Context: an optimization exercise on an open-source flow, tuned for small area, a short achievable clock period and few clock cycles per item. The choices shown serve that exercise and are no tape-out recipe.
In this exercise RTL edits were held to simulation tests only and were not proved equivalent to the original.

`flow/config.mk`:
```
export PLATFORM = sky130hd
export DESIGN_NAME = hb_interp2
export DESIGN_NICKNAME = hb_interp2
export VERILOG_FILES = /design/flow/design.v
export SDC_FILE = /design/flow/constraint.sdc
export NUM_CORES = 4
export LEC_CHECK = 0
export CAP_MARGIN = 20
export CORE_MARGIN = 2
export CORE_UTILIZATION = 65
export CTS_CLUSTER_DIAMETER = 100
export CTS_CLUSTER_SIZE = 30
export PLACE_DENSITY = 0.75
export SETUP_SLACK_MARGIN = 2.8
export SLEW_MARGIN = 20
export TNS_END_PERCENT = 10
```
`flow/constraint.sdc`:
```
create_clock -name core_clock -period 6.0 [get_ports {clk}]
set_input_delay 1.2000 -clock core_clock [delete_from_list [all_inputs] [get_ports {clk}]]
set_output_delay 1.2000 -clock core_clock [all_outputs]
set_load 0.01 [all_outputs]
```
`flow/design.v`:
```
module hb_interp2 #(
    parameter int unsigned DW   = 16,
    parameter int unsigned ACCW = 36
) (
    input  logic                 clk,
    input  logic                 reset,
    input  logic signed [DW-1:0] x_in,
    input  logic                 x_in_valid,
    output logic                 x_in_ready,
    output logic signed [DW-1:0] y_out,
    output logic                 y_out_valid
);
    logic ph, ph_a, ph_b, ph_c, sa, sb, nsa, nsb, v1, v2, v3, v4, v5, v6, yv;
    logic [7:0] xr, xrn;
    logic [7:0] ra[14], rb[14];
    logic [7:0] pa[14];
    logic [10:0] q0;
    logic [8:0] q1;
    logic [8:0] q2;
    logic [8:0] q3;
    logic [8:0] q4;
    logic [8:0] q5;
    logic [11:0] q6;
    logic [8:0] s0, s1, s2, s3, s4, s5, s6;
    logic [23:0] ta, tb, tc, za, zb, z;
    logic [17:0] zr;
    logic [15:0] o3, y, bsel, asat;
    logic acc;
    assign x_in_ready  = ph;
    assign y_out       = y;
    assign y_out_valid = yv;
    assign acc         = x_in_valid & ph;
    always_ff @(posedge clk or posedge reset) begin
        if (reset) begin
            ph <= 1'b0; ph_a <= 1'b0; ph_b <= 1'b0; ph_c <= 1'b0;
            sa <= 1'b0; sb <= 1'b0; nsa <= 1'b1; nsb <= 1'b1;
            v1 <= 1'b0; v2 <= 1'b0; v3 <= 1'b0;
            v4 <= 1'b0; v5 <= 1'b0; v6 <= 1'b0; yv <= 1'b0;
        end else begin
            ph <= ~ph; ph_a <= ~ph_a; ph_b <= ~ph_b; ph_c <= ~ph_c;
            sa <= acc;
            sb <= ~acc;
            nsa <= ~acc;
            nsb <= acc;
            v1 <= sa; v2 <= v1; v3 <= v2; v4 <= v3; v5 <= v4; v6 <= v5;
            yv <= v5 | v6;
        end
    end
    always_ff @(posedge clk) begin
        xr  <= x_in[7:0];
        xrn <= ~x_in[15:8];
        ra[0] <= ~(({8{sa}} & xr) | ({8{sb}} & rb[0]));
        rb[0] <= ~(({8{nsa}} | xrn) & ({8{nsb}} | ra[0]));
        for (int k = 1; k < 14; k++) begin
            ra[k] <= ~(({8{sa}} & rb[k-1]) | ({8{sb}} & rb[k]));
            rb[k] <= ~(({8{nsa}} | ra[k-1]) & ({8{nsb}} | ra[k]));
        end
    end
    always_comb begin
        for (int k = 0; k < 14; k++) pa[k] = {ra[k][7] ^ ~ph_a, ra[k][6:0]};
        s0 = {1'b0, pa[0]} + {1'b0, pa[13]};
        s1 = {1'b0, pa[1]} + {1'b0, pa[12]};
        s2 = {1'b0, pa[2]} + {1'b0, pa[11]};
        s3 = {1'b0, pa[3]} + {1'b0, pa[10]};
        s4 = {1'b0, pa[4]} + {1'b0, pa[9]};
        s5 = {1'b0, pa[5]} + {1'b0, pa[8]};
        s6 = {1'b0, pa[6]} + {1'b0, pa[7]};
    end
    always_ff @(posedge clk) begin
        q0 <= {2'b0, s0} + {s0, 1'b0};
        q1 <= s1;
        q2 <= s2;
        q3 <= s3;
        q4 <= s4;
        q5 <= s5;
        q6 <= {3'b0, s6} + {s6, 2'b0};
    end
    wire ts1, tc2, ts3, tc4, ts5, tc6, ts7, tc8, ts9, tc10, ts11, tc12, tn13, ts14, tc15, tn16;
    wire ts17, tc18, ts19, tc20, ts21, tc22, ts23, tc24, ts25, tc26, ts27, tc28, tn29, ts30, tc31, ts32;
    wire tc33, ts34, tc35, ts36, tc37, tn38, ts39, tc40, tn41, ts42, tc43, tn44, ts45, tc46, tn47, ts48;
    wire tc49, ts50, tc51, ts52, tc53, ts54, tc55, ts56, tc57, ts58, tc59, ts60, tc61, ts62, tc63, ts64;
    wire tc65, tn66, ts67, tc68, ts69, tc70, ts71, tc72, ts73, tc74, ts75, tc76, ts77, tc78, ts79, tc80;
    wire ts81, tc82, ts83, tc84, ts85, tc86, ts87, tc88, ts89, tc90, ts91, tc92, ts93, tc94, ts95, tc96;
    wire ts97, tc98, ts99, tc100, ts101, tc102, ts103, tc104, ts105, tc106, ts107, tc108, ts109, tc110, ts111, tc112;
    wire ts113, tc114, tn115, ts116, tc117, tn118, ts119, tc120, tn121, ts122, tc123, tn124, ts125, tc126, ts127, tc128;
    wire ts129, tc130, ts131, tc132, ts133, tc134, ts135, tc136, ts137, tc138, ts139, tc140, ts141, tc142, ts143, tc144;
    wire ts145, tc146, ts147, tc148, ts149, tc150, ts151, tc152, tn153, ts154, tc155, tn156, ts157, tc158, tn159, ts160;
    wire tc161, ts162, tc163, ts164, tc165, ts166, tc167, ts168, tc169, ts170, tc171, ts172, tc173, ts174, tc175, ts176;
    wire tc177, ts178, tc179, tn180, ts181, tc182, tn183, ts184, tc185, tn186, ts187, tc188, tn189, ts190, tc191, tn192;
    wire ts193, tc194, ts195, tc196, ts197, tc198, ts199, tc200, ts201, tc202, ts203, tc204, ts205, tc206, ts207, tc208;
    wire tn209, ts210, tc211, ts212, tc213, tn214, ts215, tc216, ts217, tc218, ts219, tc220, tn221, ts222, tc223, tn224;
    wire ts225, tc226, tn227, ts228, tc229, ts230, tc231, ts232, tc233, ts234, tc235, ts236, tc237, ts238, tc239, ts240;
    wire tc241, ts242, tc243, tn244, ts245, tc246, ts247, tc248, tn249, ts250, tc251, tn252, ts253, tc254, tn255, ts256;
    wire tc257, tn258, ts259, tc260, tn261, ts262, tc263, ts264, tc265, ts266, tc267, ts268, tc269, ts270, tc271, tn272;
    wire ts273, tc274, ts275, tc276, tn277, ts278, tc279, tn280, ts281, tc282, ts283, tc284, ts285, tc286, ts287, tc288;
    wire ts289, tc290, tn291, ts292, tc293, ts294, tc295, ts296, tc297, ts298, tc299, tn300, ts301, tc302, tn303, ts304;
    wire tc305, tn306, ts307, tc308, ts309, tc310, tn311, ts312, tc313, tn314, ts315, tc316, tn317, ts318, tc319, ts320;
    wire tc321, ts322, tc323, ts324, tc325, ts326, tc327, ts328, tc329, ts330, tc331, tn332, ts333, tc334, ts335, tc336;
    wire tn337, ts338, tc339, ts340, tc341, ts342, tc343, ts344, tc345, ts346, tc347, ts348, tc349, tn350, ts351, tc352;
    wire tn353, ts354, tc355, ts356, tc357, tn358, ts359, tc360, tn361, ts362, tc363, ts364, tc365, tn366, ts367, tc368;
    wire tn369, ts370, tc371, tn372, ts373, tc374, ts375, tc376, ts377, tc378, ts379, tc380, tn381, ts382, tc383, tn384;
    wire ts385, tc386, tn387, ts388, tc389, ts390, tc391, tn392, ts393, tc394, ts395, tc396, tn397, ts398, tc399;
    assign ts1 = q0[0] ^ q2[0] ^ q6[0];
    assign tc2 = (q0[0] & q2[0]) | (q0[0] & q6[0]) | (q2[0] & q6[0]);
    assign ts3 = q0[1] ^ q2[1] ^ q6[1];
    assign tc4 = (q0[1] & q2[1]) | (q0[1] & q6[1]) | (q2[1] & q6[1]);
    assign ts5 = q1[1] ^ q3[0] ^ q4[0];
    assign tc6 = (q1[1] & q3[0]) | (q1[1] & q4[0]) | (q3[0] & q4[0]);
    assign ts7 = q5[1] ^ tc2;
    assign tc8 = q5[1] & ~tc2;
    assign ts9 = q0[2] ^ q2[2] ^ q2[0];
    assign tc10 = (q0[2] & q2[2]) | (q0[2] & q2[0]) | (q2[2] & q2[0]);
    assign ts11 = q1[2] ^ q3[1] ^ q4[1];
    assign tc12 = (q1[2] & q3[1]) | (q1[2] & q4[1]) | (q3[1] & q4[1]);
    assign tn13 = ~q6[2];
    assign ts14 = q5[2] ^ tn13 ^ tc6;
    assign tc15 = (q5[2] & tn13) | (q5[2] & tc6) | (tn13 & tc6);
    assign tn16 = ~ts11;
    assign ts17 = tc4 ^ tn16 ^ ts9;
    assign tc18 = (tc4 & tn16) | (tc4 & ts9) | (tn16 & ts9);
    assign ts19 = q0[3] ^ q1[0] ^ q2[3];
    assign tc20 = (q0[3] & q1[0]) | (q0[3] & q2[3]) | (q1[0] & q2[3]);
    assign ts21 = q1[3] ^ q3[2] ^ q3[0];
    assign tc22 = (q1[3] & q3[2]) | (q1[3] & q3[0]) | (q3[2] & q3[0]);
    assign ts23 = q4[2] ^ q4[0] ^ q5[3];
    assign tc24 = (q4[2] & q4[0]) | (q4[2] & q5[3]) | (q4[0] & q5[3]);
    assign ts25 = q2[1] ^ q6[3] ^ tc10;
    assign tc26 = (q2[1] & q6[3]) | (q2[1] & tc10) | (q6[3] & tc10);
    assign ts27 = tc12 ^ ts21 ^ ts23;
    assign tc28 = (tc12 & ts21) | (tc12 & ts23) | (ts21 & ts23);
    assign tn29 = ~tc15;
    assign ts30 = ts19 ^ tn29 ^ ts25;
    assign tc31 = (ts19 & tn29) | (ts19 & ts25) | (tn29 & ts25);
    assign ts32 = q0[4] ^ q1[1] ^ q2[4];
    assign tc33 = (q0[4] & q1[1]) | (q0[4] & q2[4]) | (q1[1] & q2[4]);
    assign ts34 = q1[4] ^ q2[0] ^ q3[3];
    assign tc35 = (q1[4] & q2[0]) | (q1[4] & q3[3]) | (q2[0] & q3[3]);
    assign ts36 = q3[1] ^ q4[3] ^ q4[1];
    assign tc37 = (q3[1] & q4[3]) | (q3[1] & q4[1]) | (q4[3] & q4[1]);
    assign tn38 = ~q2[2];
    assign ts39 = q5[4] ^ q6[0] ^ tn38;
    assign tc40 = (q5[4] & q6[0]) | (q5[4] & tn38) | (q6[0] & tn38);
    assign tn41 = ~q6[4];
    assign ts42 = tn41 ^ tc22 ^ tc24;
    assign tc43 = (tn41 & tc22) | (tn41 & tc24) | (tc22 & tc24);
    assign tn44 = ~tc20;
    assign ts45 = tn44 ^ ts34 ^ ts36;
    assign tc46 = (tn44 & ts34) | (tn44 & ts36) | (ts34 & ts36);
    assign tn47 = ~ts39;
    assign ts48 = ts32 ^ tn47 ^ tc26;
    assign tc49 = (ts32 & tn47) | (ts32 & tc26) | (tn47 & tc26);
    assign ts50 = tc28 ^ ts42 ^ ts45;
    assign tc51 = (tc28 & ts42) | (tc28 & ts45) | (ts42 & ts45);
    assign ts52 = q0[5] ^ q1[2] ^ q2[5];
    assign tc53 = (q0[5] & q1[2]) | (q0[5] & q2[5]) | (q1[2] & q2[5]);
    assign ts54 = q1[5] ^ q1[0] ^ q2[1];
    assign tc55 = (q1[5] & q1[0]) | (q1[5] & q2[1]) | (q1[0] & q2[1]);
    assign ts56 = q3[4] ^ q3[2] ^ q4[4];
    assign tc57 = (q3[4] & q3[2]) | (q3[4] & q4[4]) | (q3[2] & q4[4]);
    assign ts58 = q4[2] ^ q5[5] ^ q6[1];
    assign tc59 = (q4[2] & q5[5]) | (q4[2] & q6[1]) | (q5[5] & q6[1]);
    assign ts60 = q2[3] ^ q6[5] ^ tc33;
    assign tc61 = (q2[3] & q6[5]) | (q2[3] & tc33) | (q6[5] & tc33);
    assign ts62 = tc35 ^ tc37 ^ tc40;
    assign tc63 = (tc35 & tc37) | (tc35 & tc40) | (tc37 & tc40);
    assign ts64 = ts54 ^ ts56 ^ ts58;
    assign tc65 = (ts54 & ts56) | (ts54 & ts58) | (ts56 & ts58);
    assign tn66 = ~tc43;
    assign ts67 = ts52 ^ tn66 ^ ts60;
    assign tc68 = (ts52 & tn66) | (ts52 & ts60) | (tn66 & ts60);
    assign ts69 = tc46 ^ ts62 ^ ts64;
    assign tc70 = (tc46 & ts62) | (tc46 & ts64) | (ts62 & ts64);
    assign ts71 = tc49 ^ tc51;
    assign tc72 = ~tc49 & tc51;
    assign ts73 = q0[6] ^ q1[3] ^ q2[6];
    assign tc74 = (q0[6] & q1[3]) | (q0[6] & q2[6]) | (q1[3] & q2[6]);
    assign ts75 = q2[4] ^ q4[0] ^ q5[0];
    assign tc76 = (q2[4] & q4[0]) | (q2[4] & q5[0]) | (q4[0] & q5[0]);
    assign ts77 = q1[6] ^ q1[1] ^ q2[2];
    assign tc78 = (q1[6] & q1[1]) | (q1[6] & q2[2]) | (q1[1] & q2[2]);
    assign ts79 = q3[5] ^ q3[3] ^ q4[5];
    assign tc80 = (q3[5] & q3[3]) | (q3[5] & q4[5]) | (q3[3] & q4[5]);
    assign ts81 = q4[3] ^ q5[6] ^ q6[2];
    assign tc82 = (q4[3] & q5[6]) | (q4[3] & q6[2]) | (q5[6] & q6[2]);
    assign ts83 = tc55 ^ tc57 ^ tc59;
    assign tc84 = (tc55 & tc57) | (tc55 & tc59) | (tc57 & tc59);
    assign ts85 = q6[6] ^ tc53 ^ ts73;
    assign tc86 = (q6[6] & tc53) | (q6[6] & ts73) | (tc53 & ts73);
    assign ts87 = ts77 ^ ts79 ^ ts81;
    assign tc88 = (ts77 & ts79) | (ts77 & ts81) | (ts79 & ts81);
    assign ts89 = tc63 ^ tc65 ^ ts83;
    assign tc90 = (tc63 & tc65) | (tc63 & ts83) | (tc65 & ts83);
    assign ts91 = ts75 ^ tc61 ^ ts85;
    assign tc92 = (ts75 & tc61) | (ts75 & ts85) | (tc61 & ts85);
    assign ts93 = ts87 ^ tc70 ^ ts89;
    assign tc94 = (ts87 & tc70) | (ts87 & ts89) | (tc70 & ts89);
    assign ts95 = tc68 ^ ts91;
    assign tc96 = tc68 | ts91;
    assign ts97 = q0[7] ^ q1[4] ^ q2[7];
    assign tc98 = (q0[7] & q1[4]) | (q0[7] & q2[7]) | (q1[4] & q2[7]);
    assign ts99 = q2[5] ^ q2[0] ^ q3[0];
    assign tc100 = (q2[5] & q2[0]) | (q2[5] & q3[0]) | (q2[0] & q3[0]);
    assign ts101 = q4[1] ^ q5[1] ^ q6[7];
    assign tc102 = (q4[1] & q5[1]) | (q4[1] & q6[7]) | (q5[1] & q6[7]);
    assign ts103 = q1[7] ^ q1[2] ^ q2[3];
    assign tc104 = (q1[7] & q1[2]) | (q1[7] & q2[3]) | (q1[2] & q2[3]);
    assign ts105 = q3[6] ^ q3[4] ^ q4[6];
    assign tc106 = (q3[6] & q3[4]) | (q3[6] & q4[6]) | (q3[4] & q4[6]);
    assign ts107 = q4[4] ^ q5[7] ^ q6[3];
    assign tc108 = (q4[4] & q5[7]) | (q4[4] & q6[3]) | (q5[7] & q6[3]);
    assign ts109 = tc78 ^ tc80 ^ tc82;
    assign tc110 = (tc78 & tc80) | (tc78 & tc82) | (tc80 & tc82);
    assign ts111 = tc74 ^ tc76 ^ ts97;
    assign tc112 = (tc74 & tc76) | (tc74 & ts97) | (tc76 & ts97);
    assign ts113 = ts103 ^ ts105 ^ ts107;
    assign tc114 = (ts103 & ts105) | (ts103 & ts107) | (ts105 & ts107);
    assign tn115 = ~tc84;
    assign ts116 = ts99 ^ ts101 ^ tn115;
    assign tc117 = (ts99 & ts101) | (ts99 & tn115) | (ts101 & tn115);
    assign tn118 = ~tc86;
    assign ts119 = tc88 ^ ts109 ^ tn118;
    assign tc120 = (tc88 & ts109) | (tc88 & tn118) | (ts109 & tn118);
    assign tn121 = ~ts111;
    assign ts122 = ts113 ^ tn121 ^ tc90;
    assign tc123 = (ts113 & tn121) | (ts113 & tc90) | (tn121 & tc90);
    assign tn124 = ~ts119;
    assign ts125 = ts116 ^ tc92 ^ tn124;
    assign tc126 = (ts116 & tc92) | (ts116 & tn124) | (tc92 & tn124);
    assign ts127 = tc96 ^ tc94;
    assign tc128 = ~tc96 & tc94;
    assign ts129 = q0[8] ^ q1[5] ^ q2[8];
    assign tc130 = (q0[8] & q1[5]) | (q0[8] & q2[8]) | (q1[5] & q2[8]);
    assign ts131 = q2[6] ^ q2[1] ^ q3[1];
    assign tc132 = (q2[6] & q2[1]) | (q2[6] & q3[1]) | (q2[1] & q3[1]);
    assign ts133 = q4[2] ^ q5[2] ^ q5[0];
    assign tc134 = (q4[2] & q5[2]) | (q4[2] & q5[0]) | (q5[2] & q5[0]);
    assign ts135 = q1[8] ^ q1[3] ^ q2[4];
    assign tc136 = (q1[8] & q1[3]) | (q1[8] & q2[4]) | (q1[3] & q2[4]);
    assign ts137 = q3[7] ^ q3[5] ^ q4[7];
    assign tc138 = (q3[7] & q3[5]) | (q3[7] & q4[7]) | (q3[5] & q4[7]);
    assign ts139 = q4[5] ^ q5[8] ^ q6[4];
    assign tc140 = (q4[5] & q5[8]) | (q4[5] & q6[4]) | (q5[8] & q6[4]);
    assign ts141 = q6[8] ^ tc98 ^ tc100;
    assign tc142 = (q6[8] & tc98) | (q6[8] & tc100) | (tc98 & tc100);
    assign ts143 = tc104 ^ tc106 ^ tc108;
    assign tc144 = (tc104 & tc106) | (tc104 & tc108) | (tc106 & tc108);
    assign ts145 = tc102 ^ ts129 ^ ts131;
    assign tc146 = (tc102 & ts129) | (tc102 & ts131) | (ts129 & ts131);
    assign ts147 = ts135 ^ ts137 ^ ts139;
    assign tc148 = (ts135 & ts137) | (ts135 & ts139) | (ts137 & ts139);
    assign ts149 = ts133 ^ tc112 ^ ts141;
    assign tc150 = (ts133 & tc112) | (ts133 & ts141) | (tc112 & ts141);
    assign ts151 = tc110 ^ tc114 ^ ts143;
    assign tc152 = (tc110 & tc114) | (tc110 & ts143) | (tc114 & ts143);
    assign tn153 = ~ts147;
    assign ts154 = tn153 ^ ts145 ^ tc117;
    assign tc155 = (tn153 & ts145) | (tn153 & tc117) | (ts145 & tc117);
    assign tn156 = ~ts149;
    assign ts157 = tc120 ^ ts151 ^ tn156;
    assign tc158 = (tc120 & ts151) | (tc120 & tn156) | (ts151 & tn156);
    assign tn159 = ~tc123;
    assign ts160 = tn159 ^ ts154 ^ tc126;
    assign tc161 = (tn159 & ts154) | (tn159 & tc126) | (ts154 & tc126);
    assign ts162 = q0[9] ^ q1[6] ^ q2[7];
    assign tc163 = (q0[9] & q1[6]) | (q0[9] & q2[7]) | (q1[6] & q2[7]);
    assign ts164 = q2[2] ^ q3[2] ^ q4[3];
    assign tc165 = (q2[2] & q3[2]) | (q2[2] & q4[3]) | (q3[2] & q4[3]);
    assign ts166 = q5[3] ^ q5[1] ^ q6[9];
    assign tc167 = (q5[3] & q5[1]) | (q5[3] & q6[9]) | (q5[1] & q6[9]);
    assign ts168 = q1[4] ^ q2[5] ^ q3[8];
    assign tc169 = (q1[4] & q2[5]) | (q1[4] & q3[8]) | (q2[5] & q3[8]);
    assign ts170 = q3[6] ^ q3[0] ^ q4[8];
    assign tc171 = (q3[6] & q3[0]) | (q3[6] & q4[8]) | (q3[0] & q4[8]);
    assign ts172 = tc130 ^ tc132 ^ tc134;
    assign tc173 = (tc130 & tc132) | (tc130 & tc134) | (tc132 & tc134);
    assign ts174 = q4[6] ^ q6[5] ^ tc136;
    assign tc175 = (q4[6] & q6[5]) | (q4[6] & tc136) | (q6[5] & tc136);
    assign ts176 = ts162 ^ ts164 ^ ts166;
    assign tc177 = (ts162 & ts164) | (ts162 & ts166) | (ts164 & ts166);
    assign ts178 = tc138 ^ tc140 ^ ts168;
    assign tc179 = (tc138 & tc140) | (tc138 & ts168) | (tc140 & ts168);
    assign tn180 = ~tc142;
    assign ts181 = ts170 ^ tc144 ^ tn180;
    assign tc182 = (ts170 & tc144) | (ts170 & tn180) | (tc144 & tn180);
    assign tn183 = ~tc146;
    assign ts184 = tc148 ^ ts174 ^ tn183;
    assign tc185 = (tc148 & ts174) | (tc148 & tn183) | (ts174 & tn183);
    assign tn186 = ~ts178;
    assign ts187 = ts172 ^ tn186 ^ ts176;
    assign tc188 = (ts172 & tn186) | (ts172 & ts176) | (tn186 & ts176);
    assign tn189 = ~tc150;
    assign ts190 = tc152 ^ tn189 ^ ts181;
    assign tc191 = (tc152 & tn189) | (tc152 & ts181) | (tn189 & ts181);
    assign tn192 = ~ts184;
    assign ts193 = tn192 ^ ts187 ^ tc155;
    assign tc194 = (tn192 & ts187) | (tn192 & tc155) | (ts187 & tc155);
    assign ts195 = tc158 ^ ts190;
    assign tc196 = tc158 & ts190;
    assign ts197 = q0[10] ^ q1[7] ^ q2[8];
    assign tc198 = (q0[10] & q1[7]) | (q0[10] & q2[8]) | (q1[7] & q2[8]);
    assign ts199 = q2[3] ^ q3[3] ^ q4[4];
    assign tc200 = (q2[3] & q3[3]) | (q2[3] & q4[4]) | (q3[3] & q4[4]);
    assign ts201 = q4[0] ^ q5[4] ^ q5[2];
    assign tc202 = (q4[0] & q5[4]) | (q4[0] & q5[2]) | (q5[4] & q5[2]);
    assign ts203 = q1[5] ^ q2[6] ^ q3[7];
    assign tc204 = (q1[5] & q2[6]) | (q1[5] & q3[7]) | (q2[6] & q3[7]);
    assign ts205 = q3[1] ^ q4[7] ^ q6[6];
    assign tc206 = (q3[1] & q4[7]) | (q3[1] & q6[6]) | (q4[7] & q6[6]);
    assign ts207 = q5[0] ^ q6[10] ^ tc163;
    assign tc208 = (q5[0] & q6[10]) | (q5[0] & tc163) | (q6[10] & tc163);
    assign tn209 = ~tc165;
    assign ts210 = tc169 ^ tc171 ^ tn209;
    assign tc211 = (tc169 & tc171) | (tc169 & tn209) | (tc171 & tn209);
    assign ts212 = tc167 ^ ts197 ^ ts199;
    assign tc213 = (tc167 & ts197) | (tc167 & ts199) | (ts197 & ts199);
    assign tn214 = ~ts201;
    assign ts215 = ts203 ^ ts205 ^ tn214;
    assign tc216 = (ts203 & ts205) | (ts203 & tn214) | (ts205 & tn214);
    assign ts217 = tc173 ^ tc177 ^ ts207;
    assign tc218 = (tc173 & tc177) | (tc173 & ts207) | (tc177 & ts207);
    assign ts219 = tc175 ^ tc179 ^ ts210;
    assign tc220 = (tc175 & tc179) | (tc175 & ts210) | (tc179 & ts210);
    assign tn221 = ~ts212;
    assign ts222 = tn221 ^ ts215 ^ tc182;
    assign tc223 = (tn221 & ts215) | (tn221 & tc182) | (ts215 & tc182);
    assign tn224 = ~ts217;
    assign ts225 = tc185 ^ tn224 ^ ts219;
    assign tc226 = (tc185 & tn224) | (tc185 & ts219) | (tn224 & ts219);
    assign tn227 = ~tc188;
    assign ts228 = tn227 ^ tc191 ^ ts222;
    assign tc229 = (tn227 & tc191) | (tn227 & ts222) | (tc191 & ts222);
    assign ts230 = ts225 ^ tc196;
    assign tc231 = ts225 & tc196;
    assign ts232 = q1[8] ^ q2[4] ^ q3[4];
    assign tc233 = (q1[8] & q2[4]) | (q1[8] & q3[4]) | (q2[4] & q3[4]);
    assign ts234 = q4[5] ^ q4[1] ^ q5[5];
    assign tc235 = (q4[5] & q4[1]) | (q4[5] & q5[5]) | (q4[1] & q5[5]);
    assign ts236 = q5[3] ^ q5[1] ^ q6[11];
    assign tc237 = (q5[3] & q5[1]) | (q5[3] & q6[11]) | (q5[1] & q6[11]);
    assign ts238 = q1[6] ^ q2[7] ^ q3[8];
    assign tc239 = (q1[6] & q2[7]) | (q1[6] & q3[8]) | (q2[7] & q3[8]);
    assign ts240 = q3[2] ^ q4[8] ^ q6[7];
    assign tc241 = (q3[2] & q4[8]) | (q3[2] & q6[7]) | (q4[8] & q6[7]);
    assign ts242 = q6[0] ^ tc198 ^ tc200;
    assign tc243 = (q6[0] & tc198) | (q6[0] & tc200) | (tc198 & tc200);
    assign tn244 = ~tc202;
    assign ts245 = tc204 ^ tc206 ^ tn244;
    assign tc246 = (tc204 & tc206) | (tc204 & tn244) | (tc206 & tn244);
    assign ts247 = ts232 ^ ts234 ^ ts236;
    assign tc248 = (ts232 & ts234) | (ts232 & ts236) | (ts234 & ts236);
    assign tn249 = ~tc208;
    assign ts250 = ts238 ^ ts240 ^ tn249;
    assign tc251 = (ts238 & ts240) | (ts238 & tn249) | (ts240 & tn249);
    assign tn252 = ~tc211;
    assign ts253 = tn252 ^ tc213 ^ ts242;
    assign tc254 = (tn252 & tc213) | (tn252 & ts242) | (tc213 & ts242);
    assign tn255 = ~ts247;
    assign ts256 = tc216 ^ ts245 ^ tn255;
    assign tc257 = (tc216 & ts245) | (tc216 & tn255) | (ts245 & tn255);
    assign tn258 = ~tc218;
    assign ts259 = tn258 ^ tc220 ^ ts250;
    assign tc260 = (tn258 & tc220) | (tn258 & ts250) | (tc220 & ts250);
    assign tn261 = ~ts253;
    assign ts262 = tn261 ^ ts256 ^ tc223;
    assign tc263 = (tn261 & ts256) | (tn261 & tc223) | (ts256 & tc223);
    assign ts264 = tc226 ^ ts259 ^ tc229;
    assign tc265 = (tc226 & ts259) | (tc226 & tc229) | (ts259 & tc229);
    assign ts266 = q2[5] ^ q3[5] ^ q4[6];
    assign tc267 = (q2[5] & q3[5]) | (q2[5] & q4[6]) | (q3[5] & q4[6]);
    assign ts268 = q4[2] ^ q5[6] ^ q5[4];
    assign tc269 = (q4[2] & q5[6]) | (q4[2] & q5[4]) | (q5[6] & q5[4]);
    assign ts270 = q1[7] ^ q2[8] ^ q3[3];
    assign tc271 = (q1[7] & q2[8]) | (q1[7] & q3[3]) | (q2[8] & q3[3]);
    assign tn272 = ~q5[2];
    assign ts273 = q5[0] ^ q6[8] ^ tn272;
    assign tc274 = (q5[0] & q6[8]) | (q5[0] & tn272) | (q6[8] & tn272);
    assign ts275 = q6[1] ^ tc233 ^ tc235;
    assign tc276 = (q6[1] & tc233) | (q6[1] & tc235) | (tc233 & tc235);
    assign tn277 = ~tc237;
    assign ts278 = tc239 ^ tc241 ^ tn277;
    assign tc279 = (tc239 & tc241) | (tc239 & tn277) | (tc241 & tn277);
    assign tn280 = ~ts270;
    assign ts281 = tn280 ^ ts266 ^ ts268;
    assign tc282 = (tn280 & ts266) | (tn280 & ts268) | (ts266 & ts268);
    assign ts283 = tc243 ^ tc248 ^ ts275;
    assign tc284 = (tc243 & tc248) | (tc243 & ts275) | (tc248 & ts275);
    assign ts285 = ts273 ^ tc246 ^ ts278;
    assign tc286 = (ts273 & tc246) | (ts273 & ts278) | (tc246 & ts278);
    assign ts287 = ts281 ^ tc254 ^ ts283;
    assign tc288 = (ts281 & tc254) | (ts281 & ts283) | (tc254 & ts283);
    assign ts289 = tc251 ^ tc257 ^ ts285;
    assign tc290 = (tc251 & tc257) | (tc251 & ts285) | (tc257 & ts285);
    assign tn291 = ~ts287;
    assign ts292 = tc260 ^ tn291 ^ ts289;
    assign tc293 = (tc260 & tn291) | (tc260 & ts289) | (tn291 & ts289);
    assign ts294 = q2[6] ^ q3[6] ^ q4[7];
    assign tc295 = (q2[6] & q3[6]) | (q2[6] & q4[7]) | (q3[6] & q4[7]);
    assign ts296 = q4[3] ^ q5[7] ^ q5[5];
    assign tc297 = (q4[3] & q5[7]) | (q4[3] & q5[5]) | (q5[7] & q5[5]);
    assign ts298 = q1[8] ^ q3[4] ^ q5[1];
    assign tc299 = (q1[8] & q3[4]) | (q1[8] & q5[1]) | (q3[4] & q5[1]);
    assign tn300 = ~q6[9];
    assign ts301 = tn300 ^ q5[3] ^ q6[2];
    assign tc302 = (tn300 & q5[3]) | (tn300 & q6[2]) | (q5[3] & q6[2]);
    assign tn303 = ~tc271;
    assign ts304 = tn303 ^ tc267 ^ tc269;
    assign tc305 = (tn303 & tc267) | (tn303 & tc269) | (tc267 & tc269);
    assign tn306 = ~ts294;
    assign ts307 = tc274 ^ ts298 ^ tn306;
    assign tc308 = (tc274 & ts298) | (tc274 & tn306) | (ts298 & tn306);
    assign ts309 = ts296 ^ ts301 ^ tc276;
    assign tc310 = (ts296 & ts301) | (ts296 & tc276) | (ts301 & tc276);
    assign tn311 = ~tc279;
    assign ts312 = tn311 ^ tc282 ^ ts304;
    assign tc313 = (tn311 & tc282) | (tn311 & ts304) | (tc282 & ts304);
    assign tn314 = ~ts307;
    assign ts315 = tn314 ^ tc284 ^ ts309;
    assign tc316 = (tn314 & tc284) | (tn314 & ts309) | (tc284 & ts309);
    assign tn317 = ~tc286;
    assign ts318 = tn317 ^ ts312 ^ tc288;
    assign tc319 = (tn317 & ts312) | (tn317 & tc288) | (ts312 & tc288);
    assign ts320 = tc290 ^ ts315;
    assign tc321 = tc290 & ~ts315;
    assign ts322 = q2[7] ^ q3[7] ^ q4[8];
    assign tc323 = (q2[7] & q3[7]) | (q2[7] & q4[8]) | (q3[7] & q4[8]);
    assign ts324 = q4[4] ^ q5[8] ^ q5[6];
    assign tc325 = (q4[4] & q5[8]) | (q4[4] & q5[6]) | (q5[8] & q5[6]);
    assign ts326 = q3[5] ^ q5[2] ^ q6[10];
    assign tc327 = (q3[5] & q5[2]) | (q3[5] & q6[10]) | (q5[2] & q6[10]);
    assign ts328 = q5[4] ^ q6[3] ^ tc295;
    assign tc329 = (q5[4] & q6[3]) | (q5[4] & tc295) | (q6[3] & tc295);
    assign ts330 = tc297 ^ tc302 ^ ts322;
    assign tc331 = (tc297 & tc302) | (tc297 & ts322) | (tc302 & ts322);
    assign tn332 = ~ts324;
    assign ts333 = tc299 ^ ts326 ^ tn332;
    assign tc334 = (tc299 & ts326) | (tc299 & tn332) | (ts326 & tn332);
    assign ts335 = tc305 ^ ts328 ^ ts330;
    assign tc336 = (tc305 & ts328) | (tc305 & ts330) | (ts328 & ts330);
    assign tn337 = ~tc310;
    assign ts338 = tc308 ^ ts333 ^ tn337;
    assign tc339 = (tc308 & ts333) | (tc308 & tn337) | (ts333 & tn337);
    assign ts340 = tc313 ^ ts335 ^ tc316;
    assign tc341 = (tc313 & ts335) | (tc313 & tc316) | (ts335 & tc316);
    assign ts342 = ts338 ^ tc321;
    assign tc343 = ts338 & tc321;
    assign ts344 = q2[8] ^ q3[8] ^ q4[5];
    assign tc345 = (q2[8] & q3[8]) | (q2[8] & q4[5]) | (q3[8] & q4[5]);
    assign ts346 = q5[7] ^ q5[5] ^ q6[4];
    assign tc347 = (q5[7] & q5[5]) | (q5[7] & q6[4]) | (q5[5] & q6[4]);
    assign ts348 = q3[6] ^ q5[3] ^ q6[11];
    assign tc349 = (q3[6] & q5[3]) | (q3[6] & q6[11]) | (q5[3] & q6[11]);
    assign tn350 = ~tc327;
    assign ts351 = tn350 ^ tc323 ^ tc325;
    assign tc352 = (tn350 & tc323) | (tn350 & tc325) | (tc323 & tc325);
    assign tn353 = ~ts348;
    assign ts354 = tn353 ^ ts344 ^ ts346;
    assign tc355 = (tn353 & ts344) | (tn353 & ts346) | (ts344 & ts346);
    assign ts356 = tc329 ^ tc331 ^ ts351;
    assign tc357 = (tc329 & tc331) | (tc329 & ts351) | (tc331 & ts351);
    assign tn358 = ~tc334;
    assign ts359 = tn358 ^ ts354 ^ tc336;
    assign tc360 = (tn358 & ts354) | (tn358 & tc336) | (ts354 & tc336);
    assign tn361 = ~tc339;
    assign ts362 = ts356 ^ tn361 ^ ts359;
    assign tc363 = (ts356 & tn361) | (ts356 & ts359) | (tn361 & ts359);
    assign ts364 = q4[6] ^ q5[8] ^ q5[6];
    assign tc365 = (q4[6] & q5[8]) | (q4[6] & q5[6]) | (q5[8] & q5[6]);
    assign tn366 = ~q6[5];
    assign ts367 = q3[7] ^ q5[4] ^ tn366;
    assign tc368 = (q3[7] & q5[4]) | (q3[7] & tn366) | (q5[4] & tn366);
    assign tn369 = ~tc349;
    assign ts370 = tn369 ^ tc345 ^ tc347;
    assign tc371 = (tn369 & tc345) | (tn369 & tc347) | (tc345 & tc347);
    assign tn372 = ~ts367;
    assign ts373 = ts364 ^ tn372 ^ tc352;
    assign tc374 = (ts364 & tn372) | (ts364 & tc352) | (tn372 & tc352);
    assign ts375 = tc355 ^ ts370 ^ tc357;
    assign tc376 = (tc355 & ts370) | (tc355 & tc357) | (ts370 & tc357);
    assign ts377 = ts373 ^ tc360;
    assign tc378 = ts373 | tc360;
    assign ts379 = q4[7] ^ q5[7] ^ q6[6];
    assign tc380 = (q4[7] & q5[7]) | (q4[7] & q6[6]) | (q5[7] & q6[6]);
    assign tn381 = ~tc365;
    assign ts382 = q3[8] ^ q5[5] ^ tn381;
    assign tc383 = (q3[8] & q5[5]) | (q3[8] & tn381) | (q5[5] & tn381);
    assign tn384 = ~tc368;
    assign ts385 = tn384 ^ ts379 ^ tc371;
    assign tc386 = (tn384 & ts379) | (tn384 & tc371) | (ts379 & tc371);
    assign tn387 = ~ts382;
    assign ts388 = tn387 ^ tc374 ^ ts385;
    assign tc389 = (tn387 & tc374) | (tn387 & ts385) | (tc374 & ts385);
    assign ts390 = q4[8] ^ q5[8] ^ q6[7];
    assign tc391 = (q4[8] & q5[8]) | (q4[8] & q6[7]) | (q5[8] & q6[7]);
    assign tn392 = ~q5[6];
    assign ts393 = tn392 ^ tc380 ^ ts390;
    assign tc394 = (tn392 & tc380) | (tn392 & ts390) | (tc380 & ts390);
    assign ts395 = tc383 ^ ts393;
    assign tc396 = tc383 & ~ts393;
    assign tn397 = ~q5[7];
    assign ts398 = tn397 ^ q6[8] ^ tc391;
    assign tc399 = (tn397 & q6[8]) | (tn397 & tc391) | (q6[8] & tc391);
    always_ff @(posedge clk) begin
        ta <= {1'b1, q6[11], q6[10], q5[8], tc394, tc386, tc376, ts375, tc341, tc319, ts318, tc263, ts262, tc194, ts193, ts157, ts122, tc72, ts67, tc31, tc18, tc8, ts5, q1[0]};
        tb <= {1'b1, 1'b1, 1'b1, q6[9], tc396, tc389, tc378, tc363, tc343, ts340, tc293, tc265, tc231, ts228, tc161, tc128, ts125, ts93, ts69, ts48, ts27, ts14, ts3, q5[0]};
        tc <= {1'b1, 1'b1, 1'b1, tc399, ts398, ts395, ts388, ts377, ts362, ts342, ts320, ts292, ts264, ts230, ts195, ts160, ts127, ts95, ts71, ts50, ts30, ts17, ts7, ts1};
    end
    assign o3 = ph_b ? 16'h2f91 : zr[17:2];
    wire un1, us2, uc3, un4, us5, uc6, us7, uc8, un9, us10, uc11, un12, us13, uc14, un15, us16;
    wire uc17, un18, us19, uc20, un21, us22, uc23, un24, us25, uc26, un27, us28, uc29, un30, us31, uc32;
    wire us33, uc34, un35, us36, uc37, un38, us39, uc40, un41, us42, uc43, un44, us45, uc46, un47, us48;
    wire uc49, un50, us51, uc52, un53, us54, uc55, un56, us57, uc58, un59, us60, uc61, us62, uc63, us64;
    wire uc65, us66, uc67, us68, uc69, un70, us71, uc72, un73, us74, uc75, un76, us77, uc78, un79, us80;
    wire uc81, un82, us83, uc84, un85, us86, uc87, un88, us89, uc90, us91, uc92, us93, uc94, us95, uc96;
    wire us97, uc98, us99, uc100, us101, uc102, un103, us104, uc105, un106, us107, uc108, us109, uc110, us111, uc112;
    wire us113, uc114;
    assign un1 = ~tc[0];
    assign us2 = ta[0] ^ tb[0] ^ un1;
    assign uc3 = (ta[0] & tb[0]) | (ta[0] & un1) | (tb[0] & un1);
    assign un4 = ~ta[1];
    assign us5 = un4 ^ tb[1] ^ tc[1];
    assign uc6 = (un4 & tb[1]) | (un4 & tc[1]) | (tb[1] & tc[1]);
    assign us7 = o3[1] ^ uc3;
    assign uc8 = o3[1] & uc3;
    assign un9 = ~tc[2];
    assign us10 = ta[2] ^ tb[2] ^ un9;
    assign uc11 = (ta[2] & tb[2]) | (ta[2] & un9) | (tb[2] & un9);
    assign un12 = ~uc6;
    assign us13 = o3[2] ^ un12 ^ us10;
    assign uc14 = (o3[2] & un12) | (o3[2] & us10) | (un12 & us10);
    assign un15 = ~tb[3];
    assign us16 = un15 ^ ta[3] ^ tc[3];
    assign uc17 = (un15 & ta[3]) | (un15 & tc[3]) | (ta[3] & tc[3]);
    assign un18 = ~us16;
    assign us19 = o3[3] ^ uc11 ^ un18;
    assign uc20 = (o3[3] & uc11) | (o3[3] & un18) | (uc11 & un18);
    assign un21 = ~tc[4];
    assign us22 = un21 ^ ta[4] ^ tb[4];
    assign uc23 = (un21 & ta[4]) | (un21 & tb[4]) | (ta[4] & tb[4]);
    assign un24 = ~o3[4];
    assign us25 = un24 ^ uc17 ^ us22;
    assign uc26 = (un24 & uc17) | (un24 & us22) | (uc17 & us22);
    assign un27 = ~tb[5];
    assign us28 = un27 ^ ta[5] ^ tc[5];
    assign uc29 = (un27 & ta[5]) | (un27 & tc[5]) | (ta[5] & tc[5]);
    assign un30 = ~o3[5];
    assign us31 = un30 ^ uc23 ^ us28;
    assign uc32 = (un30 & uc23) | (un30 & us28) | (uc23 & us28);
    assign us33 = ta[6] ^ tb[6] ^ tc[6];
    assign uc34 = (ta[6] & tb[6]) | (ta[6] & tc[6]) | (tb[6] & tc[6]);
    assign un35 = ~uc29;
    assign us36 = o3[6] ^ un35 ^ us33;
    assign uc37 = (o3[6] & un35) | (o3[6] & us33) | (un35 & us33);
    assign un38 = ~ta[7];
    assign us39 = un38 ^ tb[7] ^ tc[7];
    assign uc40 = (un38 & tb[7]) | (un38 & tc[7]) | (tb[7] & tc[7]);
    assign un41 = ~us39;
    assign us42 = uc34 ^ o3[7] ^ un41;
    assign uc43 = (uc34 & o3[7]) | (uc34 & un41) | (o3[7] & un41);
    assign un44 = ~tc[8];
    assign us45 = ta[8] ^ tb[8] ^ un44;
    assign uc46 = (ta[8] & tb[8]) | (ta[8] & un44) | (tb[8] & un44);
    assign un47 = ~uc40;
    assign us48 = o3[8] ^ un47 ^ us45;
    assign uc49 = (o3[8] & un47) | (o3[8] & us45) | (un47 & us45);
    assign un50 = ~tc[9];
    assign us51 = un50 ^ ta[9] ^ tb[9];
    assign uc52 = (un50 & ta[9]) | (un50 & tb[9]) | (ta[9] & tb[9]);
    assign un53 = ~us51;
    assign us54 = o3[9] ^ uc46 ^ un53;
    assign uc55 = (o3[9] & uc46) | (o3[9] & un53) | (uc46 & un53);
    assign un56 = ~ta[10];
    assign us57 = tb[10] ^ tc[10] ^ un56;
    assign uc58 = (tb[10] & tc[10]) | (tb[10] & un56) | (tc[10] & un56);
    assign un59 = ~uc52;
    assign us60 = o3[10] ^ un59 ^ us57;
    assign uc61 = (o3[10] & un59) | (o3[10] & us57) | (un59 & us57);
    assign us62 = ta[11] ^ tb[11] ^ tc[11];
    assign uc63 = (ta[11] & tb[11]) | (ta[11] & tc[11]) | (tb[11] & tc[11]);
    assign us64 = o3[11] ^ uc58 ^ us62;
    assign uc65 = (o3[11] & uc58) | (o3[11] & us62) | (uc58 & us62);
    assign us66 = ta[12] ^ tb[12] ^ tc[12];
    assign uc67 = (ta[12] & tb[12]) | (ta[12] & tc[12]) | (tb[12] & tc[12]);
    assign us68 = uc63 ^ o3[12] ^ us66;
    assign uc69 = (uc63 & o3[12]) | (uc63 & us66) | (o3[12] & us66);
    assign un70 = ~tb[13];
    assign us71 = un70 ^ ta[13] ^ tc[13];
    assign uc72 = (un70 & ta[13]) | (un70 & tc[13]) | (ta[13] & tc[13]);
    assign un73 = ~us71;
    assign us74 = uc67 ^ o3[13] ^ un73;
    assign uc75 = (uc67 & o3[13]) | (uc67 & un73) | (o3[13] & un73);
    assign un76 = ~tc[14];
    assign us77 = un76 ^ ta[14] ^ tb[14];
    assign uc78 = (un76 & ta[14]) | (un76 & tb[14]) | (ta[14] & tb[14]);
    assign un79 = ~o3[14];
    assign us80 = un79 ^ uc72 ^ us77;
    assign uc81 = (un79 & uc72) | (un79 & us77) | (uc72 & us77);
    assign un82 = ~tb[15];
    assign us83 = un82 ^ ta[15] ^ tc[15];
    assign uc84 = (un82 & ta[15]) | (un82 & tc[15]) | (ta[15] & tc[15]);
    assign un85 = ~o3[15];
    assign us86 = un85 ^ uc78 ^ us83;
    assign uc87 = (un85 & uc78) | (un85 & us83) | (uc78 & us83);
    assign un88 = ~tc[16];
    assign us89 = un88 ^ ta[16] ^ tb[16];
    assign uc90 = (un88 & ta[16]) | (un88 & tb[16]) | (ta[16] & tb[16]);
    assign us91 = uc84 ^ us89;
    assign uc92 = uc84 | us89;
    assign us93 = 1'b0 ^ ta[17] ^ tb[17];
    assign uc94 = (1'b0 & ta[17]) | (1'b0 & tb[17]) | (ta[17] & tb[17]);
    assign us95 = tc[17] ^ uc90 ^ us93;
    assign uc96 = (tc[17] & uc90) | (tc[17] & us93) | (uc90 & us93);
    assign us97 = ta[18] ^ tb[18] ^ tc[18];
    assign uc98 = (ta[18] & tb[18]) | (ta[18] & tc[18]) | (tb[18] & tc[18]);
    assign us99 = uc94 ^ us97;
    assign uc100 = uc94 | us97;
    assign us101 = 1'b0 ^ ta[19] ^ tc[19];
    assign uc102 = (1'b0 & ta[19]) | (1'b0 & tc[19]) | (ta[19] & tc[19]);
    assign un103 = ~tb[19];
    assign us104 = un103 ^ uc98 ^ us101;
    assign uc105 = (un103 & uc98) | (un103 & us101) | (uc98 & us101);
    assign un106 = ~ta[20];
    assign us107 = un106 ^ tb[20] ^ tc[20];
    assign uc108 = (un106 & tb[20]) | (un106 & tc[20]) | (tb[20] & tc[20]);
    assign us109 = uc102 ^ us107;
    assign uc110 = uc102 | us107;
    assign us111 = ta[21] ^ uc108;
    assign uc112 = ta[21] | uc108;
    assign us113 = ta[22] ^ ph_b;
    assign uc114 = ~ta[22] & ph_b;
    assign za = {~ph_b, ~uc112, ~uc110, ~uc105, ~uc100, ~uc96, ~uc92, ~uc87, ~uc81, uc75, uc69, uc65, uc61, uc55, uc49, uc43, uc37, ~uc32, ~uc26, uc20, uc14, uc8, ~us5, o3[0]};
    assign zb = {uc114, ~us113, us111, us109, ~us104, us99, ~us95, us91, ~us86, ~us80, us74, us68, us64, us60, us54, us48, us42, us36, ~us31, ~us25, us19, us13, us7, us2};
    assign z = za + zb;
    always_ff @(posedge clk) begin
        zr <= z[23:6];
    end
    always_comb begin
        if (zr[16] != zr[15]) asat = zr[16] ? 16'h8000 : 16'h7fff;
        else                  asat = zr[15:0];
        if (v2 & v4)      bsel = {~ra[8], rb[8]};
        else if (v2 | v4) bsel = {~ra[7], rb[7]};
        else              bsel = {~ra[6], rb[6]};
    end
    always_ff @(posedge clk) begin
        y <= ph_c ? asat : bsel;
    end
endmodule
```
`flow/flow/run.sh`:
```
#!/bin/bash
# Standard ORFS flow, with one netlist clean-up between synthesis and floorplan:
# flow/fapol.py removes inverters around full-adder cells (logic unchanged).
set -euo pipefail
R=orfs/results/sky130hd/hb_interp2/base
bash standard.sh synth > synth.log 2>&1
cp $R/1_2_yosys.v $R/1_2_yosys.std.v
python3 flow/fapol.py $R/1_2_yosys.std.v $R/1_2_yosys.v > fapol.log 2>&1
touch $R/1_2_yosys.v
bash standard.sh finish > finish.log 2>&1
```
`flow/flow/fapol.py`:
```
#!/usr/bin/env python3
"""Inverter clean-up around full adders in a mapped sky130 netlist.

A full adder is self-dual: FA(~a, ~b, ~c) = (~sum, ~cout). Yosys' adder extraction often
leaves inverters on the inputs and outputs of fa cells. This script gives each fa cell a
flag 'flipped' (its pins then carry the complements of the original values), chooses the
flags greedily to need as few inverters as possible, and rewrites the netlist with the
inverters that are then needed. The logic function of the module is unchanged.
Usage: fapol.py IN.v OUT.v"""
import re, sys
from collections import defaultdict

src = open(sys.argv[1]).read()
inst_re = re.compile(r'^(\s*)(sky130_fd_sc_hd__\w+)\s+(\S+)\s*\((.*?)\);\n', re.S | re.M)
pin_re = re.compile(r'\.(\w+)\(\s*(.*?)\s*\)\s*(?:,|$)', re.S)

insts = []
for m in inst_re.finditer(src):
    pins = [(p, n.strip()) for p, n in pin_re.findall(m.group(4))]
    insts.append(dict(start=m.start(), end=m.end(), cell=m.group(2), name=m.group(3), pins=pins))

OUT_PINS = {"X", "Y", "Q", "Q_N", "SUM", "COUT", "HI", "LO"}
def is_inv(c): return re.match(r"sky130_fd_sc_hd__(clk)?inv_\d+$", c) is not None
def is_fa(c): return re.match(r"sky130_fd_sc_hd__fa_\d+$", c) is not None

driver = {}
loads = defaultdict(list)   # net -> [(inst index, pin)]
for i, it in enumerate(insts):
    for p, n in it["pins"]:
        if p in OUT_PINS: driver[n] = (i, p)
        else: loads[n].append((i, p))

# nets used outside cell pins (ports, assigns) are left as they are
port_nets = set()
hdr = src[:insts[0]["start"]] if insts else src
for m in re.finditer(r'^\s*(input|output)\s+(?:\[(\d+):(\d+)\]\s*)?(\S+?);', src, re.M):
    nm = m.group(4)
    if m.group(2):
        for b in range(int(m.group(3)), int(m.group(2)) + 1):
            port_nets.add(f"{nm}[{b}]")
    port_nets.add(nm)

inv_idx = [i for i, it in enumerate(insts) if it["cell"] == "sky130_fd_sc_hd__inv_1"]
fa_idx = [i for i, it in enumerate(insts) if is_fa(it["cell"])]

# managed inverters: inv_1 whose output is not a port net
managed = set()
for i in inv_idx:
    pins = dict(insts[i]["pins"])
    if pins["Y"] in port_nets or pins["A"] in port_nets and False:
        continue
    managed.add(i)

def base_of(net):
    """follow managed inverters back: returns (base net, parity)"""
    k = 0
    seen = 0
    while net in driver and driver[net][0] in managed and seen < 8:
        net = dict(insts[driver[net][0]]["pins"])["A"]
        k ^= 1; seen += 1
    return net, k

# consumers: every non-managed-inverter input pin; record its base and parity
cons = []   # (inst, pin, base, parity)
for i, it in enumerate(insts):
    if i in managed: continue
    for p, n in it["pins"]:
        if p in OUT_PINS: continue
        b, k = base_of(n)
        cons.append((i, p, b, k))
# port outputs driven through managed inverters also count as consumers
for n in port_nets:
    if n in driver and driver[n][0] in managed:
        pass  # excluded above (managed excludes inverters driving ports)

fa_set = set(fa_idx)
flip = defaultdict(int)
def drv_flip(b):
    d = driver.get(b)
    return flip[d[0]] if d and d[0] in fa_set else 0
by_base = defaultdict(list)
for c in cons: by_base[c[2]].append(c)
def need(c):
    i, p, b, k = c
    return k ^ drv_flip(b) ^ (flip[i] if i in fa_set else 0)
def base_cost(b):
    s = set(need(c) for c in by_base[b])
    return 1 if 1 in s else 0
# bases touched by an fa (as driver or consumer)
fa_bases = defaultdict(set)
for c in cons:
    if c[0] in fa_set: fa_bases[c[0]].add(c[2])
for i in fa_idx:
    for p, n in insts[i]["pins"]:
        if p in OUT_PINS: fa_bases[i].add(n)

before = sum(base_cost(b) for b in by_base)
import random
def total(): return sum(base_cost(b) for b in by_base)
best = (before, {i: 0 for i in fa_idx})
for seed in range(40):
    rnd = random.Random(seed)
    for i in fa_idx: flip[i] = rnd.randint(0, 1) if seed else 0
    for it_ in range(40):
        changed = 0
        order = fa_idx[:]; rnd.shuffle(order)
        for i in order:
            bs = fa_bases[i]
            c0 = sum(base_cost(b) for b in bs)
            flip[i] ^= 1
            c1 = sum(base_cost(b) for b in bs)
            if c1 < c0: changed += 1
            elif c1 == c0 and rnd.random() < 0.3: pass
            else: flip[i] ^= 1
        if not changed and it_ > 5: break
    t = total()
    if t < best[0]: best = (t, {i: flip[i] for i in fa_idx})
for i in fa_idx: flip[i] = best[1][i]
after = sum(base_cost(b) for b in by_base)
sys.stderr.write(f"fapol: {len(managed)} inverters managed; needed before {before}, after {after}; "
                 f"{sum(flip.values())} of {len(fa_idx)} fa flipped\n")

# rewrite: drop managed inverters, reconnect consumers to base or to a new inverter
newinv = {}
new_wires = []
def inv_of(b):
    if b not in newinv:
        w = f"_fapol_{len(newinv)}_"
        newinv[b] = w
        new_wires.append(w)
    return newinv[b]
repl = {}   # (inst, pin) -> net
for c in cons:
    i, p, b, k = c
    repl[(i, p)] = inv_of(b) if need(c) else b

def esc(n):
    return n + " " if n.startswith("\\") else n
out = []
pos = 0
for i, it in enumerate(insts):
    out.append(src[pos:it["start"]])
    pos = it["end"]
    if i in managed:
        continue
    pins = []
    for p, n in it["pins"]:
        pins.append((p, repl.get((i, p), n)))
    body = ",\n".join(f"    .{p}({esc(n)})" for p, n in pins)
    out.append(f"  {it['cell']} {it['name']} (\n{body}\n  );\n")
rest = src[pos:]
# new inverters before endmodule
invs = "".join(f"  sky130_fd_sc_hd__inv_1 _fapol_inv_{j}_ (\n    .A({esc(b)}),\n    .Y({w})\n  );\n"
               for j, (b, w) in enumerate(newinv.items()))
rest = rest.replace("endmodule", invs + "endmodule", 1)
text = "".join(out) + rest
# declare new wires after the module header's first wire declaration
decl = "".join(f"  wire {w};\n" for w in new_wires)
text = re.sub(r'(\n\s*wire )', "\n" + decl.rstrip("\n") + r'\1', text, count=1)
open(sys.argv[2], "w").write(text)
```
`flow/standard.sh`:
```
#!/bin/bash
# synth_recipe.tcl (not shown) runs the flow's synth.tcl, then flattens the netlist and writes it again
# the make line also repeats each setting of config.mk as NAME=value (left out here)
make -C /OpenROAD-flow-scripts/flow DESIGN_CONFIG=/design/flow/config.mk WORK_HOME=/design/flow/orfs CLKGATE_MAP_FILE= SYNTH_SCRIPT=/design/flow/synth_recipe.tcl "${@:-finish}"
```
==> results of run 1 <==
-- routing by layer --
metal,vias to the layer above,GRT usage (%)
met2,314,54.85
met3,83,3.587
met5,-,0
met4,0,9.917
met1,6344,42.81
li1,5673,-
-- worst register-to-register path, stage by stage (launching register included) --
cell                      delay, ps
sky130_fd_sc_hd__dfxtp_2        360
sky130_fd_sc_hd__inv_2           50
sky130_fd_sc_hd__fa_2           600
sky130_fd_sc_hd__inv_2           50
sky130_fd_sc_hd__fa_2           480
sky130_fd_sc_hd__ha_4           280
sky130_fd_sc_hd__o21ai_2         60
sky130_fd_sc_hd__or3_4          330
sky130_fd_sc_hd__o21ba_4        230
sky130_fd_sc_hd__o21ai_2        180
sky130_fd_sc_hd__and3b_2        270
sky130_fd_sc_hd__a21oi_1         90
sky130_fd_sc_hd__xnor2_1        130
-- metrics by stage --
step | worst slack [ps] | cell area [um2]
finish | 2760 | 20920
detailed placement | 2573 | 20090
CTS | 2746 | 20750
global route | 2698 | 20920
global placement | 2638 | 20090
floorplan | 2850 | 19470
-- registers in the layout (all words and copies together), names as in the netlist, 8 cells and up --
register / flops
ta: 23
xrn: 8
zr: 18
q1: 9
ra: 112
q5: 9
tc: 21
xr: 8
q2: 9
tb: 21
rb: 112
y: 16
q6: 12
q3: 9
q0: 11
q4: 9
-- how the worst max path moves through the flow --
stage | from | end | slack (ps) | depth (start not counted)
finish | tb[3] | zr[12] | 2760 | 12
global route | tb[3] | zr[17] | 2700 | 12
CTS | q3[4] | tc[11] | 2750 | 6
detailed placement | q5[7] | tc[11] | 2570 | 6
global placement | q5[7] | tc[11] | 2640 | 6
floorplan | q4[4] | tc[11] | 2850 | 6
-- area by class of cell --
cell class	instances	area share, %
multi-input cells	1023	49.41
flip-flops and latches	422	41.01
inverters	142	2.548
clock buffers	23	2.344
well taps	390	2.333
repair buffers	49	2.177
clock inverters	3	0.1794
-- repair_timing --
action | 4_1_cts | 5_1_grt
pin swaps | 13 | 18
gates cloned | 0 | 0
hold buffers | 0 | 0
gates resized for setup | 33 | 39
hold endpoints to repair | 0 | 0
buffers inserted | 4 | 6
endpoints found under the setup margin | 12 | 23
==> report_table.html, run 1 <==
<table>
<tr><th>Metric</th><th>Value</th></tr>
<tr><th colspan="2">Status</th></tr>
<tr><td>Outcome</td><td>complete, no violations</td></tr>
<tr><th colspan="2">STA</th></tr>
<tr><td>Post-route worst hold slack</td><td>367.8 ps</td></tr>
<tr><td>Total count of hold-check failures in the final report</td><td>0</td></tr>
<tr><td>Relative max-transition margin</td><td>24.43%</td></tr>
<tr><td>Fin Clk Skew</td><td>28.27 ps</td></tr>
<tr><td>Peak Freq</td><td>between 300 and 400 MHz</td></tr>
<tr><td>Slew of the pin with the lowest slew margin</td><td>between 1000 and 1500 ps</td></tr>
<tr><td>Final setup violation count</td><td>0</td></tr>
<tr><td>Final Max Tran Viols</td><td>0</td></tr>
<tr><td>RSZ-0062 raised after global routing</td><td>true</td></tr>
<tr><td>Total negative slack for setup checks</td><td>0 ps</td></tr>
<tr><td>Shortest period the worst path allows</td><td>3240 ps</td></tr>
<tr><td>Tcrit/Tclk final</td><td>approximately 54%</td></tr>
<tr><th colspan="2">Critical path</th></tr>
<tr><td>Register-to-register setup slack</td><td>2760 ps</td></tr>
<tr><td>Setup crit start kind</td><td>register</td></tr>
<tr><td>Critical path class</td><td>reg2reg</td></tr>
<tr><td>Required arrival time at the worst endpoint</td><td>6420 ps</td></tr>
<tr><td>Cell-by-cell listing of the critical path</td><td>inv_2, fa_2, inv_2, fa_2, ha_4, o21ai_2, or3_4, o21ba_4, o21ai_2, and3b_2, a21oi_1, xnor2_1</td></tr>
<tr><td>Critical Path AT</td><td>3660 ps</td></tr>
<tr><td>Slowest library cell on the worst path</td><td>sky130_fd_sc_hd__fa_2</td></tr>
<tr><td>Endpoint of the worst-slack reg-to-reg timing path</td><td>zr[12]</td></tr>
<tr><td>Dominant delay contributor by cell family on the critical path</td><td>adder cells</td></tr>
<tr><td>Path depth of the worst reg2reg path</td><td>12</td></tr>
<tr><td>Critical path endpoint category</td><td>register</td></tr>
<tr><td>Crit Path Max Fanout</td><td>5</td></tr>
<tr><td>R2R Path Start</td><td>tb[3]</td></tr>
<tr><td>CP bufs+invs</td><td>2</td></tr>
<tr><td>Crit path largest cell delay</td><td>590 ps</td></tr>
<tr><th colspan="2">Die</th></tr>
<tr><td>Top-Level Pins</td><td>37</td></tr>
<tr><td>Initial core utilization</td><td>65.86%</td></tr>
<tr><td>Site row count</td><td>63</td></tr>
<tr><td>CORE AREA</td><td>29560 um2</td></tr>
<tr><td>Die footprint</td><td>between 30000 and 40000 um2</td></tr>
<tr><td>X dimension of the die</td><td>177.1 um</td></tr>
<tr><td>Vertical die dimension</td><td>177.1 um</td></tr>
<tr><th colspan="2">Global route</th></tr>
<tr><td>Total congestion overflow</td><td>0</td></tr>
<tr><td>Vias in the first global route</td><td>12.89k</td></tr>
<tr><td>All-Layer GR Usage</td><td>approximately a third</td></tr>
<tr><td>Maximum number of pins on one net before global-route repair</td><td>113</td></tr>
<tr><td>Number of antenna violations at the first check in global routing</td><td>0</td></tr>
<tr><td>First-pass GRT wire length</td><td>75.06 mm</td></tr>
<tr><th colspan="2">Detailed routing</th></tr>
<tr><td>Post-route ant nets</td><td>0</td></tr>
<tr><td>Total vias in the final route</td><td>12.41k</td></tr>
<tr><td>Number of search-and-repair iterations in the first detailed-routing pass</td><td>5</td></tr>
<tr><td>Detailed route wirelength on metal2</td><td>24.64 mm</td></tr>
<tr><td>WL/cell</td><td>23.76 um</td></tr>
<tr><td>Met1 layer wirelength in the final routing</td><td>20.40 mm</td></tr>
<tr><td>DR top layer</td><td>met4</td></tr>
<tr><td>Vias per cell</td><td>6.050</td></tr>
<tr><td>Drt drc</td><td>0</td></tr>
<tr><td>Starting DRT DRC Count</td><td>~1.0k</td></tr>
<tr><td>Met3 routed wirelength</td><td>2.095 mm</td></tr>
<tr><td>Routed Wire Length</td><td>48.76 mm</td></tr>
<tr><th colspan="2">CTS</th></tr>
<tr><td>Reg clk slew, reported paths</td><td>110 ps</td></tr>
<tr><td>H-tree levels</td><td>1</td></tr>
<tr><td>Maximum clock path buffer count</td><td>3</td></tr>
<tr><td>Worst skew pair latency</td><td>540 ps</td></tr>
<tr><td>Number of CTS-inserted buffers</td><td>18</td></tr>
<tr><td>CTS tree</td><td>yes</td></tr>
<tr><td>Sink count of the clock tree</td><td>roughly 420</td></tr>
<tr><td>Root Buffer Master</td><td>sky130_fd_sc_hd__clkbuf_16</td></tr>
<tr><th colspan="2">Logic synthesis</th></tr>
<tr><td>Post-synthesis instance total</td><td>1658</td></tr>
<tr><td>Post-Syn Nets</td><td>1996</td></tr>
<tr><td>Post-synthesis instance area</td><td>19470 um2</td></tr>
<tr><td>Synth Warn #</td><td>4</td></tr>
<tr><td>Synthesized area per cell</td><td>between 10 and 15 um2</td></tr>
<tr><th colspan="2">Layout</th></tr>
<tr><td>Layout overhead on the synthesized area</td><td>7.462%</td></tr>
<tr><td>Antenna diode instance count</td><td>0</td></tr>
<tr><td>Multi-input gate area</td><td>10340 um2</td></tr>
<tr><td>Fraction of final layout cells with drive strength greater than 1</td><td>7.521%</td></tr>
<tr><td>Footprint of the flip-flops and latches</td><td>8579 um2</td></tr>
<tr><td>Post-route insts no fill</td><td>2052</td></tr>
<tr><td>Fin nets</td><td>1994</td></tr>
<tr><td>Layout Utilization</td><td>70.77%</td></tr>
<tr><td>Commonest non-fill, non-tap cell in the layout</td><td>sky130_fd_sc_hd__dfxtp_1</td></tr>
<tr><td>Fill cells</td><td>~2.1k</td></tr>
<tr><td>Commonest cells after routing, fill and taps aside</td><td>sky130_fd_sc_hd__dfxtp_1 (384), sky130_fd_sc_hd__fa_1 (195), sky130_fd_sc_hd__inv_1 (139)</td></tr>
<tr><th colspan="2">Job</th></tr>
<tr><td>Max-capacitance violation count</td><td>0</td></tr>
<tr><th colspan="2">Place</th></tr>
<tr><td>Global placer's final weighted congestion</td><td>0.9341</td></tr>
<tr><td># placed instances</td><td>2016</td></tr>
<tr><td>Half-perimeter wire length after detailed placement</td><td>37.00 mm</td></tr>
<tr><td>PortBufs</td><td>36</td></tr>
<tr><th colspan="2">Hold path</th></tr>
<tr><td>Start point of the worst hold path</td><td>v3</td></tr>
<tr><td>Min-Delay Path Depth</td><td>0</td></tr>
<tr><td>Worst min-delay path class</td><td>reg2reg</td></tr>
<tr><td>Destination of the worst hold path</td><td>v4</td></tr>
</table>
Testbench counts, summed over its fixed seeds: cycles 4,144, samples 2,048.
==> inputs of run 2 (changes only) <==
--- a/flow/config.mk
+++ b/flow/config.mk
@@ -15,2 +15 @@
 export SLEW_MARGIN = 20
-export TNS_END_PERCENT = 10
==> run 2 against run 1 <==
- count of clock-buffer cells in the layout did not move
- sequential cell count did not move
- maximum frequency rose by 0.66%
- setup slack improved by 21 ps
- global-route usage barely moved
- worst hold slack improved by 1.4 ps
- synthesized cell count did not move
- highest routed layer unchanged
- wire length barely moved
- via count barely moved
==> report_table.html, run 2 <==
<table>
<tr><th>Metric</th><th>Value</th></tr>
<tr><th colspan="2">Layout</th></tr>
<tr><td>Leading registers by flop count</td><td>ra: 112 flops, rb: 112 flops, ta: 23 flops</td></tr>
<tr><td>Layout overhead on the synthesized area</td><td>7.803%</td></tr>
<tr><td>Fin nets</td><td>1994 (unchanged)</td></tr>
<tr><td>Antenna diode instance count</td><td>0 (unchanged)</td></tr>
<tr><th colspan="2">Place</th></tr>
<tr><td>Half-perimeter wire length after detailed placement</td><td>37.00 mm (unchanged)</td></tr>
<tr><td>Global placer's final weighted congestion</td><td>0.9341 (unchanged)</td></tr>
<tr><th colspan="2">STA</th></tr>
<tr><td>Peak Freq</td><td>310.7 MHz (+0.66%)</td></tr>
<tr><td>Relative max-transition margin</td><td>25.04% (+0.61 points)</td></tr>
<tr><th colspan="2">Critical path</th></tr>
<tr><td>Setup crit start kind</td><td>register</td></tr>
<tr><td>Critical path class</td><td>reg2reg</td></tr>
<tr><th colspan="2">Detailed routing</th></tr>
<tr><td>Number of search-and-repair iterations in the first detailed-routing pass</td><td>5 (unchanged)</td></tr>
<tr><td>Vias per cell</td><td>6.052 (about the same)</td></tr>
<tr><th colspan="2">Die</th></tr>
<tr><td>Vertical die dimension</td><td>177.1 um (unchanged)</td></tr>
<tr><td>Initial core utilization</td><td>65.86% (unchanged)</td></tr>
<tr><td>Top-Level Pins</td><td>37 (unchanged)</td></tr>
<tr><th colspan="2">Logic synthesis</th></tr>
<tr><td>Synth Warn #</td><td>4 (unchanged)</td></tr>
<tr><th colspan="2">CTS</th></tr>
<tr><td>CTS tree</td><td>yes</td></tr>
<tr><th colspan="2">Global route</th></tr>
<tr><td>Number of antenna violations at the first check in global routing</td><td>0 (unchanged)</td></tr>
<tr><td>Maximum number of pins on one net before global-route repair</td><td>113 (unchanged)</td></tr>
<tr><th colspan="2">Status</th></tr>
<tr><td>Outcome</td><td>complete, no violations</td></tr>
</table>
## run 2: per-stage QoR
stage	std cells	utilization [%]	instance area, um2
after floorplan	1658	-	19470
after global placement	2016	67.95	20090
after detailed placement	2016	67.95	20090
after CTS	2046	70.27	20770
after global routing	2052	71.00	20990
final	2052	71.00	20990
## run 2: timing repair
item / in CTS / in global routing
buffers inserted: 4 / 6
gates resized for setup: 41 / 69
setup endpoints to repair: 12 / 21
pin swaps: 13 / 16
hold buffers: 0 / 0
## run 2: worst max-delay path, stage by stage, from the launching register on
cell	delay, ps
sky130_fd_sc_hd__dfxtp_2	350
sky130_fd_sc_hd__inv_2	50
sky130_fd_sc_hd__fa_1	590
sky130_fd_sc_hd__inv_2	70
sky130_fd_sc_hd__fa_2	490
sky130_fd_sc_hd__ha_4	280
sky130_fd_sc_hd__o21ai_2	50
sky130_fd_sc_hd__or3_4	330
sky130_fd_sc_hd__o21ba_4	230
sky130_fd_sc_hd__o21ai_4	140
sky130_fd_sc_hd__a32oi_2	80
sky130_fd_sc_hd__o21a_1	220
sky130_fd_sc_hd__a311oi_1	250
## run 2: final cells by class
class                      count  share of cell area, %
sequential                   422                  41.09
tap                          390                  2.325
multi-input combinational   1023                  49.35
clock buffer                  23                  2.337
inverter                     142                  2.540
clock inverter                 3                 0.1789
timing repair buffer          49                  2.182
## run 2: final timing paths
check                      cells after the start  slack (ps)     end
setup / recovery                              12        2780  zr[17]
hold / removal                                 0         370      v4
setup reg to reg                              12        2780  zr[17]
hold reg to reg                                0         370      v4
max in group asynchronous                      2        4320      sb
min in group asynchronous                      2        1100      v2
## run 2: per-layer routing
| metal | vias up | track usage [%] | routed length (um) |
|---|---|---|---|
| li1 | 5674 | - | - |
| met1 | 6294 | 42.62 | 20220 |
| met2 | 362 | 54.70 | 24710 |
| met3 | 88 | 3.802 | 2196 |
| met4 | 0 | 10.26 | 1669 |
| met5 | - | 0 | 0 |

==> afterwards: timing with drivers on the ports <==
The flow's constraints put no driver on any port. The routed layouts listed below were extracted and timed again, unchanged, in two steps.
Step 1 assumes that a clkbuf_16 drives the clock port and a buf_2 every other input.
Step 2, shift: input delay + t, output delay - t, t = (earliest + latest rising clock arrival at the registers) / 2. This alone moves slack from input paths to output paths.
a / b / c = ideal / step 1 / step 2; a / b = the first two.
run | t (ns) | setup WS [ns] | hold slack, ns | worst setup path after step 2
run 1 | 0.583 | 2.760 / 2.760 / 2.760 | 0.368 / 0.368 / 0.368 | register to register
run 2 | 0.585 | 2.782 / 2.782 / 2.782 | 0.369 / 0.369 / 0.369 | register to register
After both steps setup and hold are still met in every run listed.
